What follows belongs to an exercise in optimizing a design on an open flow for small area, a short achievable clock period and few clock cycles per item; a production flow would make more cautious choices. RTL that was checked went through simulation tests only; none was proved equivalent to the original. Power figures rest on the tool's default switching activity, not on a simulated workload.

==> flow/design.v <==
package saw_pkg;
  localparam logic [1:0] MODE_RX   = 2'd0;
  localparam logic [1:0] MODE_ENQ  = 2'd1;
  localparam logic [1:0] MODE_TICK = 2'd2;
  localparam logic [1:0] SEND_NONE = 2'd0;
  localparam logic [1:0] SEND_ATOM = 2'd1;
  localparam logic [1:0] SEND_INIT = 2'd2;
  localparam logic CFG_INIT_CHAR  = 1'b0;
  localparam logic CFG_ERROR_CHAR = 1'b1;
  localparam int WORD_W  = 64;
  localparam int COUNT_W = 9;
  localparam logic [2:0] OP_NOP     = 3'd0;
  localparam logic [2:0] OP_RX_INIT = 3'd1;
  localparam logic [2:0] OP_RX_DATA = 3'd2;
  localparam logic [2:0] OP_ENQ     = 3'd3;
  localparam logic [2:0] OP_TICK    = 3'd4;
  typedef logic [2:0] op_kind_t;
  typedef struct packed {
    op_kind_t          kind;
    logic [7:0]        rx_byte;
    logic [WORD_W-1:0] message;
  } op_t;
  typedef struct packed {
    logic [1:0]         send_kind;
    logic [WORD_W-1:0]  atom;
    logic               acked;
    logic               enqueue_accepted;
    logic [COUNT_W-1:0] queue_count;
    logic               link_ready;
  } res_t;
endpackage
module stop_and_wait_echo_ack_sender_core #(
  parameter int MSG_BYTES   = 8,
  parameter int QUEUE_DEPTH = 8
) (
  input  logic        clk,
  input  logic        rst,
  input  logic        in_valid,
  output logic        in_stall,
  input  logic [1:0]  mode,
  input  logic [7:0]  rx_byte,
  input  logic [63:0] message,
  output logic        out_valid,
  input  logic        out_stall,
  output logic [1:0]  send_kind,
  output logic [63:0] atom,
  output logic        acked,
  output logic        enqueue_accepted,
  output logic [8:0]  queue_count,
  output logic        link_ready,
  input  logic        cfg_write,
  input  logic        cfg_index,
  input  logic [7:0]  cfg_data
);
  logic [7:0] init_char;
  logic [7:0] error_char;
  always_ff @(posedge clk) begin
    if (rst) begin
      init_char  <= 8'd0;
      error_char <= 8'd0;
    end else if (cfg_write) begin
      if (cfg_index) error_char <= cfg_data;
      else           init_char  <= cfg_data;
    end
  end
  logic [63:0] q [8];        
  logic [3:0]  fill;         
  logic        link_up;
  logic        ack_ok;       
  logic        have_lead;    
  logic [2:0]  idx;          
  logic [7:0]  lead;         
  logic        mm;           
  logic [1:0]  o_kind;
  logic        o_acked;
  logic        o_enq;
  logic go;
  assign in_stall = out_valid & out_stall;
  assign go       = in_valid & ~in_stall;
  logic is_rx, is_init, rx_init, rx_data, is_enq, is_tick;
  assign is_rx   = (mode == 2'd0);
  assign is_init = (rx_byte == init_char);
  assign rx_init = is_rx & is_init;
  assign rx_data = is_rx & ~is_init & link_up;
  assign is_enq  = (mode == 2'd1);
  assign is_tick = (mode == 2'd2);
  logic nonempty, last, byte_ne, match, fin, send_fin, send_tick, deq;
  logic [7:0] hbyte;
  assign nonempty  = (fill != 4'd0);
  assign last      = have_lead & (idx == 3'd7);
  assign hbyte     = q[0][8*idx +: 8];
  assign byte_ne   = (rx_byte != hbyte);
  assign match     = nonempty & (lead != error_char) & ~mm & (rx_byte == q[0][63:56]);
  assign fin       = rx_data & last;
  assign send_fin  = match ? (fill > 4'd1) : nonempty;
  assign send_tick = is_tick & link_up & ack_ok & nonempty;
  assign deq       = go & fin & match;
  logic [7:0] ld;
  logic [7:0] hold;
  logic [6:0] st;            
  for (genvar i = 0; i < 8; i++) begin : g_ld
    assign ld[i] = go & is_enq & (fill == 4'(i));
  end
  for (genvar k = 0; k < 7; k++) begin : g_st
    assign st[k] = go & rx_data & have_lead & ~nonempty & (idx == 3'(k));
  end
  for (genvar i = 0; i < 7; i++) begin : g_hold
    assign hold[i] = ~(deq | ld[i]);
  end
  assign hold[7] = ~ld[7];
  logic [6:0] lane_ne;
  logic       mm_enq;
  for (genvar k = 0; k < 7; k++) begin : g_lane
    assign lane_ne[k] = (message[8*k +: 8] != q[7][8*k +: 8]) & (3'(k) < idx);
  end
  assign mm_enq = |lane_ne;
  for (genvar i = 0; i < 7; i++) begin : g_q
    always_ff @(posedge clk) begin
      q[i] <= ({64{deq}} & q[i+1]) | ({64{ld[i]}} & message) | ({64{hold[i]}} & q[i]);
    end
  end
  for (genvar k = 0; k < 8; k++) begin : g_q7
    if (k < 7) begin : g_st_lane
      always_ff @(posedge clk) begin
        q[7][8*k +: 8] <= ({8{ld[7]}} & message[8*k +: 8]) | ({8{st[k]}} & rx_byte)
                        | ({8{hold[7] & ~st[k]}} & q[7][8*k +: 8]);
      end
    end else begin : g_plain_lane
      always_ff @(posedge clk) begin
        q[7][8*k +: 8] <= ({8{ld[7]}} & message[8*k +: 8]) | ({8{hold[7]}} & q[7][8*k +: 8]);
      end
    end
  end
  always_ff @(posedge clk) begin
    if (go & rx_data & ~have_lead) begin
      lead <= rx_byte;
    end
    if (go & rx_data) begin
      if (~have_lead) mm <= 1'b0;
      else            mm <= mm | (nonempty & byte_ne);
    end else if (go & is_enq & ~nonempty) begin
      mm <= mm_enq;
    end
    if (go) begin
      o_kind  <= rx_init ? 2'd2 : ((fin & send_fin) | send_tick) ? 2'd1 : 2'd0;
      o_acked <= fin & match;
      o_enq   <= is_enq & ~fill[3];
    end
  end
  always_ff @(posedge clk) begin
    if (rst) begin
      fill      <= 4'd0;
      link_up   <= 1'b0;
      ack_ok    <= 1'b0;
      have_lead <= 1'b0;
      idx       <= 3'd0;
      out_valid <= 1'b0;
    end else begin
      if (go) begin
        out_valid <= 1'b1;
      end else if (~out_stall) begin
        out_valid <= 1'b0;
      end
      if (deq) begin
        fill <= fill - 4'd1;
      end else if (go & is_enq & ~fill[3]) begin
        fill <= fill + 4'd1;
      end
      if (go & rx_init) begin
        link_up <= 1'b1;
        if (~link_up) ack_ok <= 1'b1;
      end else if (go & fin) begin
        if (send_fin)   ack_ok <= 1'b0;
        else if (match) ack_ok <= 1'b1;
      end else if (go & send_tick) begin
        ack_ok <= 1'b0;
      end
      if (go & rx_data) begin
        have_lead <= ~last;
        if (have_lead) idx <= idx + 3'd1;
      end
    end
  end
  assign send_kind        = o_kind;
  assign atom             = {64{o_kind[0]}} & q[0];
  assign acked            = o_acked;
  assign enqueue_accepted = o_enq;
  assign queue_count      = {5'd0, fill};
  assign link_ready       = link_up;
endmodule
export LEC_CHECK = 0
export ABC_CLOCK_PERIOD_IN_PS = 2400
export CAP_MARGIN = 20
export CORE_MARGIN = 2
export CORE_UTILIZATION = 40
export SETUP_SLACK_MARGIN = 2.6
export SLEW_MARGIN = 20
create_clock -name core_clock -period 5.0 [get_ports {clk}]
run.sh (not shown) runs the stock make flow with config.mk's settings and CLKGATE_MAP_FILE= SYNTH_SCRIPT=/design/flow/synth_recipe.tcl, a recipe that flattens the netlist after the stock synthesis.
The first run went through all stages and came out clean.
Testbench counts at the start, summed over its fixed seeds: cycles 5,803, items 5,795.
Change:
Settings changed: ABC_AREA set to 1, ABC_CLOCK_PERIOD_IN_PS 2400 to not set, SETUP_SLACK_MARGIN 2.6 to not set.
Hold slack improves by 0.014 ns.
Final cell count went up by 19%.
Wire length shrinks by 19%.
Total power went up by 5.3%.
Combinational power climbs by 32%.
Design area drops by 14%.
Change:
Settings changed: ABC_AREA 1 to not set.
Synthesized area falls by 2.8%.
Register-to-register slack gets worse by 0.14 ns.
Cell count went down by 23%.
Global-route usage climbs by 1.0 points.

stop_and_wait_echo_ack_sender_core, a different RTL version from the one above (not shown whole).
Size: roughly 2600 cells after synthesis, about 170 I/O pins, ~26000 um2 of cells after synthesis.
export LEC_CHECK = 0
export CAP_MARGIN = 20
export CORE_MARGIN = 2
export CORE_UTILIZATION = 40
export CTS_CLUSTER_DIAMETER = 100
export CTS_CLUSTER_SIZE = 26
export SETUP_SLACK_MARGIN = 2.8
export SLEW_MARGIN = 50
create_clock -name core_clock -period 5.0 [get_ports {clk}]
standard.sh (not shown) runs the stock make flow with config.mk's settings and CLKGATE_MAP_FILE= SYNTH_SCRIPT=/design/flow/synth_recipe.tcl, a recipe that flattens the netlist after the stock synthesis.
==> flow/flow/run.sh <==
#!/bin/bash
# Standard layout, except that the delay cells (clkdlybuf4s*, dlygate*, dlymetal*)
# are don't-use after synthesis, so port buffers, repair and hold fixing use
# plain buffers. Synthesis is the standard one, unchanged.
set -euo pipefail
cd "$(dirname "$0")/.."
bash standard.sh synth > synth.log 2>&1
DU=$(make -s -C "$FLOW_HOME" DESIGN_CONFIG="$PWD/config.mk" WORK_HOME="$PWD/orfs" print-DONT_USE_CELLS 2>/dev/null | sed -n 's/^DONT_USE_CELLS: //p')
EXTRA=""
for c in clkdlybuf4s15_1 clkdlybuf4s15_2 clkdlybuf4s18_1 clkdlybuf4s18_2 clkdlybuf4s25_1 clkdlybuf4s25_2 \
         clkdlybuf4s50_1 clkdlybuf4s50_2 dlygate4sd1_1 dlygate4sd2_1 dlygate4sd3_1 \
         dlymetal6s2s_1 dlymetal6s4s_1 dlymetal6s6s_1; do
  EXTRA="$EXTRA sky130_fd_sc_hd__$c"
done
bash standard.sh "DONT_USE_CELLS=$DU$EXTRA" finish > layout.log 2>&1
The first run ran to the end with no violations.
Change:
- CORE_UTILIZATION: 40 -> 50
What happened:
- via count went down by 0.87%
- first-iteration DRC count rose by about 2.6%
- maximum frequency is about the same
- final area came out lower by about 2.2%
- routed wire length came out higher by about 0.6%
- worst hold slack hardly moves
Change:
- CORE_UTILIZATION: 50 -> 45
- SETUP_SLACK_MARGIN: 2.8 -> 2.85
After rerunning: Cell count came out higher by 3.0%. Via count climbs by 1.8%. Flip-flop and latch count is unchanged. Combinational power grows by about 3%. Worst setup slack loses 0.0091 ns. Power climbs by 0.90%.
No functional check of the RTL was part of any run of this note.

stop_and_wait_echo_ack_sender_core, a different RTL version from the one above (not shown whole).
Size in the first run: ~2600 cells after synthesis, about 660 flip-flops, roughly 170 I/O pins, about 26000 um^2 of cells after synthesis.
Design stop_and_wait_echo_ack_sender_core, start of the top module:
module stop_and_wait_echo_ack_sender_core #(
  parameter int MSG_BYTES   = 8,
  parameter int QUEUE_DEPTH = 8
) (
  input  logic        clk,
  input  logic        rst,
  input  logic        in_valid,
  output logic        in_stall,
  input  logic [1:0]  mode,
  input  logic [7:0]  rx_byte,
  input  logic [63:0] message,
  output logic        out_valid,
  input  logic        out_stall,
  output logic [1:0]  send_kind,
  output logic [63:0] atom,
  output logic        acked,
  output logic        enqueue_accepted,
  output logic [8:0]  queue_count,
  output logic        link_ready,
  input  logic        cfg_write,
  input  logic        cfg_index,
  input  logic [7:0]  cfg_data
);
clock: 5.0 ns
lec_check: 0
cap_margin: 20
core_margin: 2
core_utilization: 50
cts_buf_list: sky130_fd_sc_hd__clkbuf_8 sky130_fd_sc_hd__clkbuf_16
cts_cluster_diameter: 100
cts_cluster_size: 26
setup_slack_margin: 2.86
slew_margin: 50
Scripts as last shown in full above: flow/flow/run.sh
The first run finished clean.
Testbench counts at the start, summed over its fixed seeds: cycles 5,819, items 5,795.
==> next run, changes <==
- CORE_UTILIZATION: 50 -> 55
- CTS_BUF_LIST: sky130_fd_sc_hd__clkbuf_8 sky130_fd_sc_hd__clkbuf_16 -> default
The changed run passed the timing, design-rule and antenna checks.
Final area is about the same.
Power shrinks by 0.47%.
Flip-flop and latch count does not change.
Routed wire length grows by 0.47%.
Worst setup slack hardly moves.
==> next run, changes <==
- CORE_UTILIZATION: 55 -> 50
The changed run ran to the end with no violations.
Synthesized cell count is unchanged.
Power is higher slightly.
Non-clock buffer count is lower by 4.
Area after synthesis is unchanged.
Wire length is lower slightly.
Global-route usage is lower by 3.1 points.
Design area stays flat.
Critical path depth stays the same.
==> next run, changes <==
- SLEW_MARGIN: 50 -> 20
The changed run produced a clean layout; core utilization drops by 0.23 points; first-iteration DRC count climbs by 16%; combinational power hardly moves.
==> next run, changes <==
- SETUP_SLACK_MARGIN: 2.86 -> 2.8
- SLEW_MARGIN: 20 -> 50
Outcome: First-iteration DRC count falls by 19%; global-route usage falls by 0.75 points; maximum frequency is about the same; worst hold slack loses 7.8 ps; sequential share of layout area rises by 0.46 points; register-to-register slack loses 50 ps; cell area falls by 0.93%; via count falls by 1.4%.
==> next run, changes <==
- SETUP_SLACK_MARGIN: 2.8 -> 2.76
After rerunning: Utilization goes up by 0.11 points. Non-clock buffer count does not change. Final area barely changes. Power stays flat.

## JK
Another version of the RTL of stop_and_wait_echo_ack_sender_core (not shown whole).
Size: roughly 3,000 cells after synthesis, about 170 I/O pins.
Design stop_and_wait_echo_ack_sender_core, start of the top module:
module stop_and_wait_echo_ack_sender_core #(
  parameter int MSG_BYTES   = 8,
  parameter int QUEUE_DEPTH = 8
) (
  input  logic        clk,
  input  logic        rst,
  input  logic        in_valid,
  output logic        in_stall,
  input  logic [1:0]  mode,
  input  logic [7:0]  rx_byte,
  input  logic [63:0] message,
  output logic        out_valid,
  input  logic        out_stall,
  output logic [1:0]  send_kind,
  output logic [63:0] atom,
  output logic        acked,
  output logic        enqueue_accepted,
  output logic [8:0]  queue_count,
  output logic        link_ready,
  input  logic        cfg_write,
  input  logic        cfg_index,
  input  logic [7:0]  cfg_data
);
clock: 5.0 ns
lec_check: 0
cap_margin: 20
core_margin: 2
core_utilization: 50
cts_cluster_diameter: 100
cts_cluster_size: 26
setup_slack_margin: 2.72
slew_margin: 50
Scripts as last shown in full above: flow/flow/run.sh
Testbench counts of JK, summed over its fixed seeds: cycles 5,819, items 5,795.
Inputs modified between JK and MS:
Settings: changing SETUP_SLACK_MARGIN from 2.72 to 2.66.
==> comparison <==
- MS has completed all stages; timing, DRC and antenna checks passed.
- Peak clock frequency supported by timing (MS over JK): decrease, 1.4%
- Summary of MS over JK: total power flat, reg-to-reg setup timing slack rose 30 ps, sequential share of layout area went up, net count of the finished layout essentially unchanged.
- Looking at number of global-route vias before repair, MS sits about 1.3% below JK.
- [compare] base=JK new=MS: global-route wire length before repair shrank by 1.0 mm, internal power comparable, finished layout cell area has decreased, area occupied by multi-input gates decreased by about 0.33% relative to the old numbers.
- On setup clock skew after layout, MS does better than JK.

Another version of the RTL of stop_and_wait_echo_ack_sender_core (not shown whole).
For scale: ~2800 cells after synthesis, about 630 flip-flops, roughly 26000 um2 of cells after synthesis.
// stop_and_wait_echo_ack_sender_core
module stop_and_wait_echo_ack_sender_core #(
  parameter int MSG_BYTES   = 8,
  parameter int QUEUE_DEPTH = 8
) (
  input  logic        clk,
  input  logic        rst,
  input  logic        in_valid,
  output logic        in_stall,
  input  logic [1:0]  mode,
  input  logic [7:0]  rx_byte,
  input  logic [63:0] message,
  output logic        out_valid,
  input  logic        out_stall,
  output logic [1:0]  send_kind,
  output logic [63:0] atom,
  output logic        acked,
  output logic        enqueue_accepted,
  output logic [8:0]  queue_count,
  output logic        link_ready,
  input  logic        cfg_write,
  input  logic        cfg_index,
  input  logic [7:0]  cfg_data
);
==> flow/config.mk <==
export PLATFORM = sky130hd
export DESIGN_NAME = stop_and_wait_echo_ack_sender_core
export DESIGN_NICKNAME = stop_and_wait_echo_ack_sender_core
export VERILOG_FILES = /design/flow/design.v
export SDC_FILE = /design/flow/constraint.sdc
export NUM_CORES = 4
export LEC_CHECK = 0
export CAP_MARGIN = 20
export CORE_MARGIN = 2
export CORE_UTILIZATION = 50
export CTS_CLUSTER_DIAMETER = 100
export CTS_CLUSTER_SIZE = 26
export SETUP_SLACK_MARGIN = 2.9
export SLEW_MARGIN = 50
==> flow/constraint.sdc <==
create_clock -name core_clock -period 5.0 [get_ports {clk}]
set_input_delay 1.0000 -clock core_clock [delete_from_list [all_inputs] [get_ports {clk}]]
set_output_delay 1.0000 -clock core_clock [all_outputs]
set_load 0.01 [all_outputs]
Scripts as last shown in full above: flow/flow/run.sh
Testbench counts at the start, summed over its fixed seeds: cycles 5,803, items 5,795.
Then changed:
Settings changed: SETUP_SLACK_MARGIN 2.9 to 2.75.
Result: Clock skew decreases by 0.010 ns; cell count goes down by a little under a tenth; non-clock buffer count shrinks by 270; utilization shrinks by 14 points; cell area shrinks by about a fifth; total power is lower by a few percent; global-route usage drops by 2.9 points; via count falls by about a fifth; setup slack gains 0.17 ns; synthesized area is unchanged; wire length went down by a quarter to a third.
Then changed:
Settings changed: CORE_UTILIZATION 50 to 60, SETUP_SLACK_MARGIN 2.75 to 2.62.
Outcome:
- The new run completed with no timing, DRC or antenna violations
- sequential cell count is unchanged
- final area falls by 6.5%
- worst setup slack degrades by 0.14 ns
- via count falls by 0.83%
- clock power falls by about 2%
- wire length falls by 8.4%
- total power falls by 2.3%
- combinational power falls by 13%
- clock-buffer cell count rises by 1
Then changed:
--- a/flow/flow/run.sh
+++ b/flow/flow/run.sh
@@ -1,5 +1,8 @@
 #!/bin/bash
-# Standard layout, except that the delay cells (clkdlybuf4s*, dlygate*, dlymetal*)
-# are don't-use after synthesis, so port buffers, repair and hold fixing use
-# plain buffers. Synthesis is the standard one, unchanged.
+# Standard layout, except that:
+# - the delay cells (clkdlybuf4s*, dlygate*, dlymetal*) are don't-use after
+#   synthesis, so port buffers, repair and hold fixing use plain buffers;
+# - before the post-placement repair_design, a max-fanout limit
+#   (flow/pre_resize.tcl) so that high-fanout nets get buffer trees.
+# Synthesis is the standard one, unchanged.
 set -euo pipefail
@@ -14,2 +17,3 @@
 done
+export PRE_RESIZE_TCL="$PWD/flow/pre_resize.tcl"
 bash standard.sh "DONT_USE_CELLS=$DU$EXTRA" finish > layout.log 2>&1
==> flow/flow/pre_resize.tcl (new file) <==
# Buffer high-fanout nets into balanced trees before timing repair.
set_max_fanout 12 [current_design]
Settings changed: CORE_UTILIZATION 60 to 50, SETUP_SLACK_MARGIN 2.62 to 2.6.
What happened: The changed run finished with timing, DRC and antenna clean. Count of clock-buffer cells in the layout decreases by 2. Setup slack loses 0.45 ns. Final cell count is higher by 16%. Design area rose by 27%. Routed wire length rose by about 27%. Via count rose by 14%. Fmax fell by about 15%. Hold slack hardly moves. Die area goes up by 20%.

static timing again, ports no longer ideal:
In the flow no input, the clock included, has a driving cell. The finished layouts below were timed again as built, in two steps. Step 1, drivers: a clkbuf_16 drives clk and a buf_2 each remaining input, both assumed. Step 2 times the ports against the registers' clock, not the clock port: input delays grow and output delays shrink by t, the midpoint of the rising clock arrivals with the driver on. Slacks: ideal / step 1 / step 2; pairs: ideal / step 1.
| run | t, ns | slack for setup (ns) | clock arrival spread, ns | cell pins on the clock port's net |
|---|---|---|---|---|
| the first run of note 1 | 0.681 | 2.201 / 2.149 / 1.531 | 0.034 / 0.034 | 1 |
| the second run of note 1 | 0.675 | 1.085 / 1.119 / 0.445 | 0.024 / 0.023 | 1 |
| the third run of note 1 | 0.673 | 1.166 / 1.186 / 0.513 | 0.027 / 0.027 | 1 |
| the first run of note 2 | 0.673 | 2.730 / 2.715 / 2.056 | 0.024 / 0.025 | 1 |
| the second run of note 2 | 0.675 | 2.736 / 2.745 / 2.073 | 0.029 / 0.029 | 1 |
| the third run of note 2 | 0.680 | 2.727 / 2.727 / 2.120 | 0.041 / 0.041 | 1 |
| the first run of note 3 | 0.673 | 2.786 / 2.748 / 2.214 | 0.024 / 0.023 | 1 |
| the second run of note 3 | 0.677 | 2.788 / 2.742 / 2.212 | 0.028 / 0.029 | 1 |
| the third run of note 3 | 0.672 | 2.787 / 2.748 / 2.217 | 0.021 / 0.022 | 1 |
| the fourth run of note 3 | 0.672 | 2.794 / 2.754 / 2.230 | 0.024 / 0.024 | 1 |
| the fifth run of note 3 | 0.666 | 2.788 / 2.747 / 2.117 | 0.034 / 0.034 | 1 |
| the sixth run of note 3 | 0.669 | 2.772 / 2.746 / 2.144 | 0.031 / 0.032 | 1 |
| JK | 0.674 | 2.674 / 2.693 / 2.025 | 0.036 / 0.036 | 1 |
| MS | 0.678 | 2.641 / 2.663 / 2.002 | 0.016 / 0.016 | 1 |
| the first run of note 5 | 0.691 | 2.506 / 2.427 / 1.737 | 0.023 / 0.023 | 1 |
| the second run of note 5 | 0.668 | 2.681 / 2.662 / 2.093 | 0.011 / 0.012 | 1 |
| the third run of note 5 | 0.661 | 2.540 / 2.578 / 1.918 | 0.038 / 0.037 | 1 |
| the fourth run of note 5 | 0.688 | 2.091 / 2.133 / 1.445 | 0.025 / 0.025 | 1 |
After both steps setup and hold are still met in every run listed. The setup slack of the first run of note 5, which loses most, moves by -0.079 ns with the drivers and by -0.769 ns with both steps.
